What follows belongs to an exercise in optimizing a design on an open flow for small area, a short achievable clock period and few clock cycles; a production flow would make more cautious choices.
In this exercise RTL edits were held to simulation tests only and were not proved equivalent to the original.

==> inputs of 03-10 <==
Design viterbi_four_state_tagger_top, start of the top module:
module viterbi_four_state_tagger_top #(
	parameter int MAX_LEN     = vft_pkg::MAX_LEN_DEF,
	parameter int SCORE_WIDTH = vft_pkg::SCORE_WIDTH_DEF
) (
	input  logic        clk,
	input  logic        arst_n,
	input  logic        s_tvalid,
	output logic        s_tready,
	input  logic [63:0] s_tdata,    
	input  logic        s_tuser,    
	input  logic        s_tlast,    
	output logic        m_tvalid,
	input  logic        m_tready,
	output logic [39:0] m_tdata,    
	output logic        m_tuser,    
	output logic        m_tlast,    
	input  logic        psel,
	input  logic        penable,
	input  logic        pwrite,
	input  logic [5:0]  paddr,
	input  logic [63:0] pwdata,
	output logic [63:0] prdata,
	output logic        pready
);
	vft_pkg::vft_cfg_t cfg;
	logic                          pend, trunc, dir, pick_go, bp_we, stall;
	logic                          in_v_q, in_first_q, in_last_q;
	logic [63:0]                   in_data_q;
	logic                          proc;
	logic [5:0]                    cnt, bp_waddr;
	logic [7:0]                    bp_wdata;
	logic [2:0]                    bp_rrow;
	logic [63:0]                   bp_rdata;
	logic signed [vft_pkg::PW-1:0] best_score;
	logic [1:0]                    best_state;
	vft_regs u_regs (
		.clk     (clk),
		.arst_n  (arst_n),
		.psel    (psel),
		.penable (penable),
  ...
export LEC_CHECK = 0
export ABC_AREA = 1
export CAP_MARGIN = 20
export CORE_MARGIN = 2
export CORE_UTILIZATION = 55
export PLACE_DENSITY = 0.7
export SETUP_SLACK_MARGIN = 5
export SLEW_MARGIN = 20
create_clock -name core_clock -period 15.0 [get_ports {clk}]
run.sh (not shown) runs the stock make flow with config.mk's settings and CLKGATE_MAP_FILE= SYNTH_SCRIPT=/design/flow/synth_recipe.tcl, a recipe that flattens the netlist after the stock synthesis.
==> 10-15: changes against 03-10 <==
--- a/flow/design.v
+++ b/flow/design.v
@@ -94,23 +94,22 @@
 	logic [15:0]          tmem [16];
 	logic signed [PW-1:0] q_score [4];
 	logic                 q_trunc [4];
 	logic [5:0]           q_last  [4];
 	logic [1:0]           qw_q, qr_q;
 	logic [2:0]           qn_q;
 	logic [4:0]           urows_q;
-	logic [3:0]           wbase_q, rbase_q;
+	logic [3:0]           wbase_q, orow_q;
 	logic [5:0]           pos_q;
 	logic [3:0] nrows_new, nrows_head;
 	logic       can_pick, eng_free;
 	logic [1:0] t [8];
 	logic [1:0] cur_d;
 	logic [15:0] trow;
 	logic       head_ok, out_fire, pop;
-	logic [3:0] orow;
 	logic [15:0] orow_data;
 	assign nrows_new  = {1'b0, cnt[5:3]} + 4'd1;
 	assign eng_free   = ~busy_q | (lrow_q == 3'd0);
 	assign can_pick   = eng_free & (qn_q != 3'd4) & ({1'b0, urows_q} + {2'b0, nrows_new} <= 6'd16);
 	assign pick_go    = pend & can_pick;
 	assign stall      = pend & ~can_pick;
 	assign bp_rrow = lrow_q ^ {3{bdir_q}};
@@ -140,16 +139,15 @@
 	end
 	assign head_ok    = (qn_q != 3'd0) & ~(busy_q & (eidx_q == qr_q));
 	assign out_valid  = head_ok;
 	assign out_fire   = head_ok & out_ready;
 	assign out_last   = (pos_q == q_last[qr_q]);
 	assign pop        = out_fire & out_last;
 	assign nrows_head = {1'b0, q_last[qr_q][5:3]} + 4'd1;
-	assign orow       = rbase_q + {1'b0, pos_q[5:3]};
-	assign orow_data  = tmem[orow];
+	assign orow_data  = tmem[orow_q];
 	assign out_data   = {32'($signed(q_score[qr_q])), pos_q, orow_data[2*pos_q[2:0] +: 2]};
 	assign out_trunc  = q_trunc[qr_q];
 	always_ff @(posedge clk or negedge arst_n) begin
 		if (!arst_n) begin
 			busy_q  <= 1'b0;
 			bdir_q  <= 1'b0;
 			cur_q   <= '0;
@@ -158,15 +156,15 @@
 			off_q   <= '0;
 			wrow_q  <= '0;
 			qw_q    <= '0;
 			qr_q    <= '0;
 			qn_q    <= '0;
 			urows_q <= '0;
 			wbase_q <= '0;
-			rbase_q <= '0;
+			orow_q  <= '0;
 			pos_q   <= '0;
 		end else begin
 			if (busy_q) begin
 				cur_q  <= cur_d;
 				off_q  <= 3'd7;
 				lrow_q <= lrow_q - 3'd1;
 				wrow_q <= wrow_q - 4'd1;
@@ -183,18 +181,20 @@
 				off_q   <= cnt[2:0];
 				wrow_q  <= wbase_q + {1'b0, cnt[5:3]};
 				wbase_q <= wbase_q + nrows_new;
 				qw_q    <= qw_q + 2'd1;
 			end
 			if (out_fire) begin
 				pos_q <= pop ? 6'd0 : pos_q + 6'd1;
+				if (pop || pos_q[2:0] == 3'd7) begin
+					orow_q <= orow_q + 4'd1;
+				end
 			end
 			if (pop) begin
-				qr_q    <= qr_q + 2'd1;
-				rbase_q <= rbase_q + nrows_head;
+				qr_q <= qr_q + 2'd1;
 			end
 			qn_q    <= qn_q + {2'b0, pick_go} - {2'b0, pop};
 			urows_q <= urows_q + (pick_go ? {1'b0, nrows_new} : 5'd0) - (pop ? {1'b0, nrows_head} : 5'd0);
 		end
 	end
 endmodule
 module vft_dp (
@@ -225,14 +225,17 @@
 	logic [1:0]           px   [4];
 	logic signed [PW-1:0] m01  [4], m23 [4];
 	logic [1:0]           p01  [4], p23 [4];
 	logic signed [PW-1:0] tv, ev, cs_s, cs_c;
 	logic signed [PW-1:0] nxt  [4];
 	logic                 init, drop, acs;
 	logic [5:0]           wpos;
+	logic                 bp_we_q;
+	logic [5:0]           bp_waddr_q;
+	logic [7:0]           bp_wdata_q;
 	function automatic logic gt19(input logic [PW-1:0] a, input logic [PW-1:0] b);
 		logic [18:0] d;
 		d    = b[18:0] - a[18:0];
 		gt19 = d[18];
 	endfunction
 	assign init = in_first | ~open_q;
 	assign drop = ~init & (cnt_q == 6'd63);
@@ -301,18 +304,31 @@
 				if (in_last) begin
 					pend_q <= 1'b1;
 					dir_q  <= ~dir_q;
 				end
 			end
 		end
 	end
-	assign wpos     = cnt_q + 6'd1;
-	assign bp_we    = fire & acs;
-	assign bp_waddr = {wpos[5:3] ^ {3{dir_q}}, wpos[2:0]};
-	assign bp_wdata = {px[3], px[2], px[1], px[0]};
+	assign wpos = cnt_q + 6'd1;
+	always_ff @(posedge clk or negedge arst_n) begin
+		if (!arst_n) begin
+			bp_we_q <= 1'b0;
+		end else begin
+			bp_we_q <= fire & acs;
+		end
+	end
+	always_ff @(posedge clk) begin
+		if (fire && acs) begin
+			bp_waddr_q <= {wpos[5:3] ^ {3{dir_q}}, wpos[2:0]};
+			bp_wdata_q <= {px[3], px[2], px[1], px[0]};
+		end
+	end
+	assign bp_we    = bp_we_q;
+	assign bp_waddr = bp_waddr_q;
+	assign bp_wdata = bp_wdata_q;
 	assign pend       = pend_q;
 	assign cnt        = cnt_q;
 	assign trunc      = trunc_q;
 	assign dir        = dir_q;
 	assign best_score = mx[0];
 	assign best_state = px[0];
 endmodule
==> flow/flow/run.sh (new file) <==
#!/bin/bash
# Layout: the standard flow (standard synthesis, floorplan, placement, CTS, routing,
# finish) with two changes to how the layout is made:
#  - every input and output port still gets its own buffer, but a plain buf_4 instead of the
#    default delay-cell buffer;
#  - the timing repair aims at a setup slack of 9 ns instead of 0, so that the worst paths get
#    repaired well below the clock period.
# The clock period and constraints are the design's. make's full output goes to
# flow_make.log here; ORFS writes each step's log under orfs/logs/.
set -euo pipefail
bash standard.sh SETUP_SLACK_MARGIN=9 "BUFFER_PORTS_ARGS=-buffer_cell sky130_fd_sc_hd__buf_4" finish > flow_make.log 2>&1
==> flow/standard.sh (new file) <==
#!/bin/bash
# synth_recipe.tcl (not shown) runs the flow's synth.tcl, then flattens the netlist and writes it again
# the make line also repeats each setting of config.mk as NAME=value (left out here)
make -C /OpenROAD-flow-scripts/flow DESIGN_CONFIG=/design/flow/config.mk WORK_HOME=/design/flow/orfs CLKGATE_MAP_FILE= SYNTH_SCRIPT=/design/flow/synth_recipe.tcl "${@:-finish}"
==> flow/config.mk (replaced) <==
export PLATFORM = sky130hd
export DESIGN_NAME = viterbi_four_state_tagger_top
export DESIGN_NICKNAME = viterbi_four_state_tagger_top
export VERILOG_FILES = /design/flow/design.v
export SDC_FILE = /design/flow/constraint.sdc
export NUM_CORES = 4
export LEC_CHECK = 0
export ABC_AREA = 1
export CAP_MARGIN = 20
export CORE_MARGIN = 2
export CORE_UTILIZATION = 65
export CTS_BUF_LIST = sky130_fd_sc_hd__clkbuf_8
export PLACE_DENSITY = 0.75
export SLEW_MARGIN = 20
export TNS_END_PERCENT = 20
removed: flow/run.sh
==> 11-28: changes against 03-10 <==
--- a/flow/design.v
+++ b/flow/design.v
@@ -38,28 +38,27 @@
 	input  logic [63:0]        pwdata,
 	output logic [63:0]        prdata,
 	output logic               pready,
 	output vft_pkg::vft_cfg_t  cfg
 );
 	logic [2:0]  widx;
 	logic        wr_en;
-	logic [63:0] wdata;
 	vft_pkg::vft_cfg_t    cfg_q;
 	assign pready = 1'b1;
 	assign widx   = paddr[5:3];
 	assign wr_en  = psel & penable & pwrite;
 	assign cfg    = cfg_q;
-	assign wdata  = pwdata & {64{arst_n}};
-	always_ff @(posedge clk) begin
-		for (int i = 0; i < 4; i++) begin
-			if (!arst_n || (wr_en && !widx[2] && widx[1:0] == 2'(i))) begin
-				cfg_q.start[i] <= wdata[15:0];
-			end
-			if (!arst_n || (wr_en && widx[2] && widx[1:0] == 2'(i))) begin
-				cfg_q.trans[i] <= wdata;
+	always_ff @(posedge clk or negedge arst_n) begin
+		if (!arst_n) begin
+			cfg_q <= '0;
+		end else if (wr_en) begin
+			if (!widx[2]) begin
+				cfg_q.start[widx[1:0]] <= pwdata[15:0];
+			end else begin
+				cfg_q.trans[widx[1:0]] <= pwdata;
 			end
 		end
 	end
 	always_comb begin
 		if (!widx[2]) begin
 			prdata = 64'(cfg_q.start[widx[1:0]]);
 		end else begin
@@ -73,15 +72,15 @@
 	input  logic                          pend,
 	input  logic [5:0]                    cnt,
 	input  logic                          trunc,
 	input  logic                          dir,
 	input  logic signed [vft_pkg::PW-1:0] best_score,
 	input  logic [1:0]                    best_state,
 	output logic                          pick_go,
-	output logic                          stall,      
+	output logic                          in_ready,
 	output logic [2:0]                    bp_rrow,
 	input  logic [63:0]                   bp_rdata,
 	output logic                          out_valid,
 	input  logic                          out_ready,
 	output logic [39:0]                   out_data,
 	output logic                          out_trunc,
 	output logic                          out_last
@@ -108,15 +107,15 @@
 	logic       head_ok, out_fire, pop;
 	logic [3:0] orow;
 	logic [15:0] orow_data;
 	assign nrows_new  = {1'b0, cnt[5:3]} + 4'd1;
 	assign eng_free   = ~busy_q | (lrow_q == 3'd0);
 	assign can_pick   = eng_free & (qn_q != 3'd4) & ({1'b0, urows_q} + {2'b0, nrows_new} <= 6'd16);
 	assign pick_go    = pend & can_pick;
-	assign stall      = pend & ~can_pick;
+	assign in_ready   = ~pend | can_pick;
 	assign bp_rrow = lrow_q ^ {3{bdir_q}};
 	always_comb begin
 		t[7] = cur_q;
 		for (int o = 6; o >= 0; o--) begin
 			if (off_q == 3'(o)) begin
 				t[o] = cur_q;
 			end else begin
@@ -219,59 +218,43 @@
 	localparam int PW = vft_pkg::PW;
 	logic signed [PW-1:0] path_q [4];
 	logic                 open_q, trunc_q, dir_q, pend_q;
 	logic [5:0]           cnt_q;
 	logic signed [PW-1:0] s    [4][4];    
 	logic signed [PW-1:0] mx   [4];
 	logic [1:0]           px   [4];
-	logic signed [PW-1:0] m01  [4], m23 [4];
-	logic [1:0]           p01  [4], p23 [4];
-	logic signed [PW-1:0] tv, ev, cs_s, cs_c;
+	logic                 g01 [4], g02 [4], g03 [4], g12 [4], g13 [4], g23 [4];
+	logic [3:0]           w    [4];
+	logic signed [PW-1:0] base [4];
 	logic signed [PW-1:0] nxt  [4];
 	logic                 init, drop, acs;
 	logic [5:0]           wpos;
-	function automatic logic gt19(input logic [PW-1:0] a, input logic [PW-1:0] b);
-		logic [18:0] d;
-		d    = b[18:0] - a[18:0];
-		gt19 = d[18];
-	endfunction
 	assign init = in_first | ~open_q;
 	assign drop = ~init & (cnt_q == 6'd63);
 	assign acs  = ~init & ~drop;
 	always_comb begin
 		for (int j = 0; j < 4; j++) begin
 			for (int k = 0; k < 4; k++) begin
-				tv       = PW'($signed(cfg.trans[k][16*j +: 16] & {16{~(pend_q && j == 0)}}));
-				ev       = PW'($signed(in_data[16*j +: 16] & {16{~(pend_q && j == 0)}}));
-				cs_s     = path_q[k] ^ tv ^ ev;
-				cs_c     = (path_q[k] & tv) | (path_q[k] & ev) | (tv & ev);
-				s[j][k]  = cs_s + {cs_c[PW-2:0], 1'b0};
-			end
-			if (gt19(s[j][1], s[j][0])) begin
-				m01[j] = s[j][1];
-				p01[j] = 2'd1;
-			end else begin
-				m01[j] = s[j][0];
-				p01[j] = 2'd0;
-			end
-			if (gt19(s[j][3], s[j][2])) begin
-				m23[j] = s[j][3];
-				p23[j] = 2'd3;
-			end else begin
-				m23[j] = s[j][2];
-				p23[j] = 2'd2;
+				s[j][k] = path_q[k] + PW'($signed(cfg.trans[k][16*j +: 16] & {16{~(pend_q && j == 0)}}));
 			end
-			if (gt19(m23[j], m01[j])) begin
-				mx[j] = m23[j];
-				px[j] = p23[j];
-			end else begin
-				mx[j] = m01[j];
-				px[j] = p01[j];
-			end
-			nxt[j]  = init ? PW'($signed(cfg.start[j])) + PW'($signed(in_data[16*j +: 16])) : mx[j];
+			g01[j] = s[j][1] > s[j][0];
+			g02[j] = s[j][2] > s[j][0];
+			g03[j] = s[j][3] > s[j][0];
+			g12[j] = s[j][2] > s[j][1];
+			g13[j] = s[j][3] > s[j][1];
+			g23[j] = s[j][3] > s[j][2];
+			w[j][0] = ~g01[j] & ~g02[j] & ~g03[j];
+			w[j][1] =  g01[j] & ~g12[j] & ~g13[j];
+			w[j][2] =  g02[j] &  g12[j] & ~g23[j];
+			w[j][3] =  g03[j] &  g13[j] &  g23[j];
+			px[j] = {w[j][2] | w[j][3], w[j][1] | w[j][3]};
+			mx[j] = ({PW{w[j][0]}} & s[j][0]) | ({PW{w[j][1]}} & s[j][1])
+			      | ({PW{w[j][2]}} & s[j][2]) | ({PW{w[j][3]}} & s[j][3]);
+			base[j] = init ? PW'($signed(cfg.start[j])) : mx[j];
+			nxt[j]  = base[j] + PW'($signed(in_data[16*j +: 16]));
 		end
 	end
 	always_ff @(posedge clk) begin
 		if (fire && !drop) begin
 			for (int j = 0; j < 4; j++) begin
 				path_q[j] <= nxt[j];
 			end
@@ -337,18 +320,15 @@
 	input  logic        pwrite,
 	input  logic [5:0]  paddr,
 	input  logic [63:0] pwdata,
 	output logic [63:0] prdata,
 	output logic        pready
 );
 	vft_pkg::vft_cfg_t cfg;
-	logic                          pend, trunc, dir, pick_go, bp_we, stall;
-	logic                          in_v_q, in_first_q, in_last_q;
-	logic [63:0]                   in_data_q;
-	logic                          proc;
+	logic                          pend, trunc, dir, pick_go, bp_we;
 	logic [5:0]                    cnt, bp_waddr;
 	logic [7:0]                    bp_wdata;
 	logic [2:0]                    bp_rrow;
 	logic [63:0]                   bp_rdata;
 	logic signed [vft_pkg::PW-1:0] best_score;
 	logic [1:0]                    best_state;
 	vft_regs u_regs (
@@ -359,38 +339,22 @@
 		.pwrite  (pwrite),
 		.paddr   (paddr),
 		.pwdata  (pwdata),
 		.prdata  (prdata),
 		.pready  (pready),
 		.cfg     (cfg)
 	);
-	assign proc     = in_v_q & ~stall;
-	assign s_tready = ~in_v_q | ~stall;
-	always_ff @(posedge clk or negedge arst_n) begin
-		if (!arst_n) begin
-			in_v_q <= 1'b0;
-		end else if (s_tready) begin
-			in_v_q <= s_tvalid;
-		end
-	end
-	always_ff @(posedge clk) begin
-		if (s_tready && s_tvalid) begin
-			in_data_q  <= s_tdata;
-			in_first_q <= s_tuser;
-			in_last_q  <= s_tlast;
-		end
-	end
 	vft_dp u_dp (
 		.clk        (clk),
 		.arst_n     (arst_n),
 		.cfg        (cfg),
-		.fire       (proc),
-		.in_data    (in_data_q),
-		.in_first   (in_first_q),
-		.in_last    (in_last_q),
+		.fire       (s_tvalid & s_tready),
+		.in_data    (s_tdata),
+		.in_first   (s_tuser),
+		.in_last    (s_tlast),
 		.pick_go    (pick_go),
 		.pend       (pend),
 		.cnt        (cnt),
 		.trunc      (trunc),
 		.dir        (dir),
 		.best_score (best_score),
 		.best_state (best_state),
@@ -412,15 +376,15 @@
 		.pend       (pend),
 		.cnt        (cnt),
 		.trunc      (trunc),
 		.dir        (dir),
 		.best_score (best_score),
 		.best_state (best_state),
 		.pick_go    (pick_go),
-		.stall      (stall),
+		.in_ready   (s_tready),
 		.bp_rrow    (bp_rrow),
 		.bp_rdata   (bp_rdata),
 		.out_valid  (m_tvalid),
 		.out_ready  (m_tready),
 		.out_data   (m_tdata),
 		.out_trunc  (m_tuser),
 		.out_last   (m_tlast)
--- a/flow/config.mk
+++ b/flow/config.mk
@@ -4,11 +4,11 @@
 export VERILOG_FILES = /design/flow/design.v
 export SDC_FILE = /design/flow/constraint.sdc
 export NUM_CORES = 4
 export LEC_CHECK = 0
 export ABC_AREA = 1
 export CAP_MARGIN = 20
 export CORE_MARGIN = 2
-export CORE_UTILIZATION = 55
-export PLACE_DENSITY = 0.7
+export CORE_UTILIZATION = 40
+export PLACE_DENSITY = 0.6
 export SETUP_SLACK_MARGIN = 5
 export SLEW_MARGIN = 20
==> notes.md <==
Outcome: 10-15 timing/DRC/antenna clean; 03-10 timing/DRC/antenna clean; 11-28 timing/DRC/antenna clean
Seq area share: 10-15 41.1%; 03-10 44.1%; 11-28 37.8%
Final instance area: 10-15 104000 sq um; 03-10 96000 sq um; 11-28 102000 sq um
Arrival time of the worst setup path: 10-15 8330 ps; 03-10 6770 ps; 11-28 6830 ps
Simple-gate portion of the synthesized area: 10-15 11.3%; 03-10 11.6%; 11-28 13.2%
Clk pin slew, worst setup/hold paths: 10-15 70 ps; 03-10 60 ps; 11-28 60 ps
Multi-input logic portion of the cell area: 10-15 42.5%; 03-10 42.2%; 11-28 45.1%
Number of cells on the critical path: 10-15 46; 03-10 8; 11-28 7
Post-CTS Setup Repair Bufs: 10-15 275; 03-10 0; 11-28 35
Summed instance area of the synthesized netlist: 10-15 86400 sq um; 03-10 86100 sq um; 11-28 89000 sq um
Vertical die dimension: 10-15 369 microns; 03-10 400 microns; 11-28 476 microns
RSZ-0062 raised after global routing: 10-15 true; 03-10 false; 11-28 true
Minimum clock period: 10-15 7650 ps; 03-10 9770 ps; 11-28 9830 ps
CTS sink count: 10-15 1434; 03-10 1419; 11-28 1352
Mean Syn Cell Area: 10-15 10.8 sq um; 03-10 10.8 sq um; 11-28 9.10 sq um
Nature of the critical path startpoint: 10-15 flip-flop; 03-10 input pin; 11-28 input pin
Critical path fanouts, max: 10-15 21; 03-10 55; 11-28 51
Logic inverters: 10-15 635; 03-10 620; 11-28 1090
Adder-cell area share of the yosys netlist: 10-15 17.9%; 03-10 18.1%; 11-28 14.1%
Wire length of the first global-routing pass: 10-15 394000 microns; 03-10 364000 microns; 11-28 513000 microns
Testbench counts of 03-10, summed over its fixed seeds: cycles 13,608.
Testbench counts of 10-15, summed over its fixed seeds: cycles 13,608.
Testbench counts of 11-28, summed over its fixed seeds: cycles 13,576.

## re-timing with driven ports
The flow's constraints put no driver on any port. The routed layouts listed below were extracted and timed again, unchanged, in two steps.
Step 1 (the two cells are an assumption about what drives the block):
set clk [get_ports {clk}]
set_driving_cell -lib_cell sky130_fd_sc_hd__clkbuf_16 $clk
set_driving_cell -lib_cell sky130_fd_sc_hd__buf_2 [delete_from_list [all_inputs] $clk]
Step 2 also shifts input and output timing later by t, the mid clock arrival at the registers, as if the neighbouring blocks saw the same clock.
Slacks: no drivers / after step 1 / after step 2; pairs: no drivers / after step 1.
run | t (ns) | setup WS [ns] | clock arrival spread, ns | worst slew at a driven data input, ns
03-10 | 0.893 | 5.228 / 5.201 / 5.201 | 0.071 / 0.072 | 0.08
10-15 | 1.016 | 7.345 / 7.345 / 7.345 | 0.078 / 0.077 | 0.07
11-28 | 0.912 | 5.174 / 5.146 / 5.146 | 0.063 / 0.063 | 0.17
After both steps setup and hold are still met in every run listed. For 11-28, which loses most, drivers alone change the setup slack by -0.028 ns; drivers and shift together by -0.028 ns.
